This is an optimization exercise on Yosys and OpenROAD, whose aim is small area and a short achievable clock period, not a production implementation.
Power and IR drop assume default switching activity.

==> inputs of try-cedar <==
## fp16_mac
module fp16_mac (
    input  logic                        clk,
    input  logic                        rst,
    input  logic                        in_valid_i,
    input  logic [2-1:0]           tag_i,
    input  logic [16-1:0]          k_i,
    input  logic [16-1:0]          x_i,
    input  logic [16-1:0]          b_i,
    output logic                        out_valid_o,
    output logic [2-1:0]           tag_o,
    output logic [16-1:0]          result_o
);
make LEC_CHECK=0 CAP_MARGIN=20 CORE_MARGIN=2 CORE_UTILIZATION=40 CTS_CLUSTER_DIAMETER=70 CTS_CLUSTER_SIZE=40 SETUP_SLACK_MARGIN=2.8 SLEW_MARGIN=20 finish   # period 6.0 ns
run.sh (not shown) runs the stock make flow with config.mk's settings and CLKGATE_MAP_FILE= SYNTH_SCRIPT=/design/flow/synth_recipe.tcl, a recipe that flattens the netlist after the stock synthesis.
==> try-amber: changes against try-cedar <==
--- a/flow/design.v
+++ b/flow/design.v
@@ -40,17 +40,17 @@
         sig_o = {n, w_i[9:0]};
         exp_o = n ? w_i[14:10] : {4'd0, w_i[9:0] != 10'd0};
     end
 endmodule
 `timescale 1ns/1ps
 module fp16_mul_a (
     input  logic [10:0] a_i,
     input  logic [10:0] b_i,
-    output logic [72:0] cs_o
+    output logic [57:0] cs_o
 );
     logic pp0_0;
     assign pp0_0 = a_i[0] & b_i[0];
     logic pp0_1;
     assign pp0_1 = a_i[0] & b_i[1];
     logic pp0_2;
     assign pp0_2 = a_i[0] & b_i[2];
     logic pp0_3;
@@ -508,169 +508,16 @@
     assign w105 = w56 ^ w59 ^ w58;
     assign w106 = (w56 & w59) | (w56 & w58) | (w59 & w58);
     assign w107 = pp7_9 ^ pp8_8 ^ pp9_7;
     assign w108 = (pp7_9 & pp8_8) | (pp7_9 & pp9_7) | (pp8_8 & pp9_7);
     assign w109 = pp6_10 ^ pp10_6 ^ w60;
     assign w110 = (pp6_10 & pp10_6) | (pp6_10 & w60) | (pp10_6 & w60);
     assign w111 = pp8_9 ^ pp9_8 ^ pp7_10;
     assign w112 = (pp8_9 & pp9_8) | (pp8_9 & pp7_10) | (pp9_8 & pp7_10);
-    assign cs_o = {pp10_10, pp10_9, pp9_10, w112, pp10_8, pp9_9, pp8_10, w111, w110, w108, pp10_7, w109, w107, w106, w104, w105, w103, w102, w100, w101, w99, w98, w96, w97, w95, w94, w92, w93, w91, w90, w88, w89, w87, w86, w84, w85, w83, w82, w80, w81, w79, w78, w76, w77, w75, w74, w72, w73, w71, w70, w68, w69, w67, w66, w64, w65, w63, w62, pp5_0, w61, pp4_0, pp3_1, pp2_2, pp3_0, pp2_1, pp1_2, pp0_3, pp2_0, pp1_1, pp0_2, pp1_0, pp0_1, pp0_0};
-endmodule
-module fp16_mul_b (
-    input  logic [72:0] cs_i,
-    output logic [21:0] row0_o,
-    output logic [21:0] row1_o
-);
-    logic pp0_0;
-    assign pp0_0 = cs_i[0];
-    logic pp0_1;
-    assign pp0_1 = cs_i[1];
-    logic pp1_0;
-    assign pp1_0 = cs_i[2];
-    logic pp0_2;
-    assign pp0_2 = cs_i[3];
-    logic pp1_1;
-    assign pp1_1 = cs_i[4];
-    logic pp2_0;
-    assign pp2_0 = cs_i[5];
-    logic pp0_3;
-    assign pp0_3 = cs_i[6];
-    logic pp1_2;
-    assign pp1_2 = cs_i[7];
-    logic pp2_1;
-    assign pp2_1 = cs_i[8];
-    logic pp3_0;
-    assign pp3_0 = cs_i[9];
-    logic pp2_2;
-    assign pp2_2 = cs_i[10];
-    logic pp3_1;
-    assign pp3_1 = cs_i[11];
-    logic pp4_0;
-    assign pp4_0 = cs_i[12];
-    logic w61;
-    assign w61 = cs_i[13];
-    logic pp5_0;
-    assign pp5_0 = cs_i[14];
-    logic w62;
-    assign w62 = cs_i[15];
-    logic w63;
-    assign w63 = cs_i[16];
-    logic w65;
-    assign w65 = cs_i[17];
-    logic w64;
-    assign w64 = cs_i[18];
-    logic w66;
-    assign w66 = cs_i[19];
-    logic w67;
-    assign w67 = cs_i[20];
-    logic w69;
-    assign w69 = cs_i[21];
-    logic w68;
-    assign w68 = cs_i[22];
-    logic w70;
-    assign w70 = cs_i[23];
-    logic w71;
-    assign w71 = cs_i[24];
-    logic w73;
-    assign w73 = cs_i[25];
-    logic w72;
-    assign w72 = cs_i[26];
-    logic w74;
-    assign w74 = cs_i[27];
-    logic w75;
-    assign w75 = cs_i[28];
-    logic w77;
-    assign w77 = cs_i[29];
-    logic w76;
-    assign w76 = cs_i[30];
-    logic w78;
-    assign w78 = cs_i[31];
-    logic w79;
-    assign w79 = cs_i[32];
-    logic w81;
-    assign w81 = cs_i[33];
-    logic w80;
-    assign w80 = cs_i[34];
-    logic w82;
-    assign w82 = cs_i[35];
-    logic w83;
-    assign w83 = cs_i[36];
-    logic w85;
-    assign w85 = cs_i[37];
-    logic w84;
-    assign w84 = cs_i[38];
-    logic w86;
-    assign w86 = cs_i[39];
-    logic w87;
-    assign w87 = cs_i[40];
-    logic w89;
-    assign w89 = cs_i[41];
-    logic w88;
-    assign w88 = cs_i[42];
-    logic w90;
-    assign w90 = cs_i[43];
-    logic w91;
-    assign w91 = cs_i[44];
-    logic w93;
-    assign w93 = cs_i[45];
-    logic w92;
-    assign w92 = cs_i[46];
-    logic w94;
-    assign w94 = cs_i[47];
-    logic w95;
-    assign w95 = cs_i[48];
-    logic w97;
-    assign w97 = cs_i[49];
-    logic w96;
-    assign w96 = cs_i[50];
-    logic w98;
-    assign w98 = cs_i[51];
-    logic w99;
-    assign w99 = cs_i[52];
-    logic w101;
-    assign w101 = cs_i[53];
-    logic w100;
-    assign w100 = cs_i[54];
-    logic w102;
-    assign w102 = cs_i[55];
-    logic w103;
-    assign w103 = cs_i[56];
-    logic w105;
-    assign w105 = cs_i[57];
-    logic w104;
-    assign w104 = cs_i[58];
-    logic w106;
-    assign w106 = cs_i[59];
-    logic w107;
-    assign w107 = cs_i[60];
-    logic w109;
-    assign w109 = cs_i[61];
-    logic pp10_7;
-    assign pp10_7 = cs_i[62];
-    logic w108;
-    assign w108 = cs_i[63];
-    logic w110;
-    assign w110 = cs_i[64];
-    logic w111;
-    assign w111 = cs_i[65];
-    logic pp8_10;
-    assign pp8_10 = cs_i[66];
-    logic pp9_9;
-    assign pp9_9 = cs_i[67];
-    logic pp10_8;
-    assign pp10_8 = cs_i[68];
-    logic w112;
-    assign w112 = cs_i[69];
-    logic pp9_10;
-    assign pp9_10 = cs_i[70];
-    logic pp10_9;
-    assign pp10_9 = cs_i[71];
-    logic pp10_10;
-    assign pp10_10 = cs_i[72];
     logic w113;
     logic w114;
     logic w115;
     logic w116;
     logic w117;
     logic w118;
     logic w119;
     logic w120;
@@ -725,16 +572,139 @@
     assign w137 = w103 ^ w100 ^ w105;
     assign w138 = (w103 & w100) | (w103 & w105) | (w100 & w105);
     assign w139 = w107 ^ w104 ^ w109;
     assign w140 = (w107 & w104) | (w107 & w109) | (w104 & w109);
     assign w141 = pp10_7 ^ w108 ^ w111;
     assign w142 = (pp10_7 & w108) | (pp10_7 & w111) | (w108 & w111);
     assign w143 = pp9_9 ^ pp8_10 ^ pp10_8;
     assign w144 = (pp9_9 & pp8_10) | (pp9_9 & pp10_8) | (pp8_10 & pp10_8);
+    assign cs_o = {pp10_10, w144, pp10_9, pp9_10, w143, w142, w112, w141, w140, w110, w139, w138, w106, w137, w136, w102, w135, w134, w98, w133, w132, w94, w131, w130, w93, w129, w128, w89, w127, w126, w85, w125, w124, w81, w123, w122, w77, w121, w120, w73, w119, w118, w69, w117, w116, w63, w115, w114, w61, w113, pp3_0, pp2_1, pp2_0, pp1_1, pp0_2, pp1_0, pp0_1, pp0_0};
+endmodule
+module fp16_mul_b (
+    input  logic [57:0] cs_i,
+    output logic [21:0] row0_o,
+    output logic [21:0] row1_o
+);
+    logic pp0_0;
+    assign pp0_0 = cs_i[0];
+    logic pp0_1;
+    assign pp0_1 = cs_i[1];
+    logic pp1_0;
+    assign pp1_0 = cs_i[2];
+    logic pp0_2;
+    assign pp0_2 = cs_i[3];
+    logic pp1_1;
+    assign pp1_1 = cs_i[4];
+    logic pp2_0;
+    assign pp2_0 = cs_i[5];
+    logic pp2_1;
+    assign pp2_1 = cs_i[6];
+    logic pp3_0;
+    assign pp3_0 = cs_i[7];
+    logic w113;
+    assign w113 = cs_i[8];
+    logic w61;
+    assign w61 = cs_i[9];
+    logic w114;
+    assign w114 = cs_i[10];
+    logic w115;
+    assign w115 = cs_i[11];
+    logic w63;
+    assign w63 = cs_i[12];
+    logic w116;
+    assign w116 = cs_i[13];
+    logic w117;
+    assign w117 = cs_i[14];
+    logic w69;
+    assign w69 = cs_i[15];
+    logic w118;
+    assign w118 = cs_i[16];
+    logic w119;
+    assign w119 = cs_i[17];
+    logic w73;
+    assign w73 = cs_i[18];
+    logic w120;
+    assign w120 = cs_i[19];
+    logic w121;
+    assign w121 = cs_i[20];
+    logic w77;
+    assign w77 = cs_i[21];
+    logic w122;
+    assign w122 = cs_i[22];
+    logic w123;
+    assign w123 = cs_i[23];
+    logic w81;
+    assign w81 = cs_i[24];
+    logic w124;
+    assign w124 = cs_i[25];
+    logic w125;
+    assign w125 = cs_i[26];
+    logic w85;
+    assign w85 = cs_i[27];
+    logic w126;
+    assign w126 = cs_i[28];
+    logic w127;
+    assign w127 = cs_i[29];
+    logic w89;
+    assign w89 = cs_i[30];
+    logic w128;
+    assign w128 = cs_i[31];
+    logic w129;
+    assign w129 = cs_i[32];
+    logic w93;
+    assign w93 = cs_i[33];
+    logic w130;
+    assign w130 = cs_i[34];
+    logic w131;
+    assign w131 = cs_i[35];
+    logic w94;
+    assign w94 = cs_i[36];
+    logic w132;
+    assign w132 = cs_i[37];
+    logic w133;
+    assign w133 = cs_i[38];
+    logic w98;
+    assign w98 = cs_i[39];
+    logic w134;
+    assign w134 = cs_i[40];
+    logic w135;
+    assign w135 = cs_i[41];
+    logic w102;
+    assign w102 = cs_i[42];
+    logic w136;
+    assign w136 = cs_i[43];
+    logic w137;
+    assign w137 = cs_i[44];
+    logic w106;
+    assign w106 = cs_i[45];
+    logic w138;
+    assign w138 = cs_i[46];
+    logic w139;
+    assign w139 = cs_i[47];
+    logic w110;
+    assign w110 = cs_i[48];
+    logic w140;
+    assign w140 = cs_i[49];
+    logic w141;
+    assign w141 = cs_i[50];
+    logic w112;
+    assign w112 = cs_i[51];
+    logic w142;
+    assign w142 = cs_i[52];
+    logic w143;
+    assign w143 = cs_i[53];
+    logic pp9_10;
+    assign pp9_10 = cs_i[54];
+    logic pp10_9;
+    assign pp10_9 = cs_i[55];
+    logic w144;
+    assign w144 = cs_i[56];
+    logic pp10_10;
+    assign pp10_10 = cs_i[57];
     logic w145;
     logic w146;
     logic w147;
     logic w148;
     logic w149;
     logic w150;
     logic w151;
     logic w152;
@@ -1050,17 +1020,17 @@
     input  logic [2-1:0]           tag_i,
     input  logic [16-1:0]          k_i,
     input  logic [16-1:0]          x_i,
     input  logic [16-1:0]          b_i,
     output logic                        out_valid_o,
     output logic [2-1:0]           tag_o,
     output logic [16-1:0]          result_o
 );
-    localparam int CSW = 73;       
+    localparam int CSW = 58;       
     logic [10:0] u_k_sig, u_x_sig;
     logic [4:0]  u_k_exp, u_x_exp;
     logic [CSW-1:0] m_cs, c1_cs;
     logic [10:0] e_b_sig, c1_b_sig;
     logic [4:0]  e_b_exp, c1_b_exp;
     logic [5:0]  e_es, c1_es;
     logic        c1_p_sign, c1_b_sign;
     logic [1:0]  c1_tag;
==> try-quartz: changes against try-cedar <==
Settings changed: SETUP_SLACK_MARGIN 2.8 to 3.1.
==> reports/metrics.csv <==
stage;metric;value;unit
run_status;run status;complete, no violations;
yosys;area of the mapped netlist;18100;um^2
place;placed insts;2497;
pwr;leak pwr;8.73;nW
layout;# clk buffers;23;
grt;gr usage total;19.2;%
pwr;Power Combinational;0.00588;W
critical_path;Crit path buffers/inverters;1;
yosys;Seq cells post-synth;309;
layout;Fillers;4284;
the above is filed under try-amber

==> reports/metrics.csv <==
stage;metric;value;unit
critical_path;Crit path buffers/inverters;2;
run_status;run status;complete, no violations;
yosys;Seq cells post-synth;324;
grt;gr usage total;19.0;%
layout;Fillers;4213;
the above is filed under try-quartz

==> reports/metrics.csv <==
stage;metric;value;unit
grt;gr usage total;18.4;%
run_status;run status;complete, no violations;
layout;Fillers;4367;
pwr;Pwr per Cell Area;543;nW/um^2
yosys;area of the mapped netlist;18100;um^2
pwr;leak pwr;8.92;nW
yosys;Seq cells post-synth;324;
place;placed insts;2530;
pwr;P_seq;0.00359;W
pwr;Power Combinational;0.00593;W
layout;# clk buffers;22;
the above is filed under try-cedar

Function was not checked in any run of this note: the RTL went through the layout flow alone.

[what the ideal ports hide]
How much do the figures lean on ideal ports? The routed layouts below were timed once more, with nothing changed but the port constraints. Step 1 (the two cells are an assumption about what drives the block):
set clk [get_ports {clk}]
set_driving_cell -lib_cell sky130_fd_sc_hd__clkbuf_16 $clk
set_driving_cell -lib_cell sky130_fd_sc_hd__buf_2 [delete_from_list [all_inputs] $clk]
Step 2, shift: input delay + t, output delay - t, t = (earliest + latest rising clock arrival at the registers) / 2. This alone moves slack from input paths to output paths. Three values: ideal, step 1, step 2; two values: the first two.
| run | t (ns) | setup WS [ns] | worst setup path after step 2 | clock arrival spread, ns |
|---|---|---|---|---|
| try-cedar | 0.599 | 2.778 / 2.778 / 2.318 | input to register | 0.032 / 0.032 |
| try-amber | 0.597 | 2.917 / 2.923 / 2.353 | input to register | 0.024 / 0.023 |
| try-quartz | 0.608 | 2.820 / 2.820 / 2.600 | input to register | 0.030 / 0.030 |
After both steps setup and hold are still met in every run listed. For try-amber, which loses most, drivers alone change the setup slack by +0.006 ns; drivers and shift together by -0.564 ns.
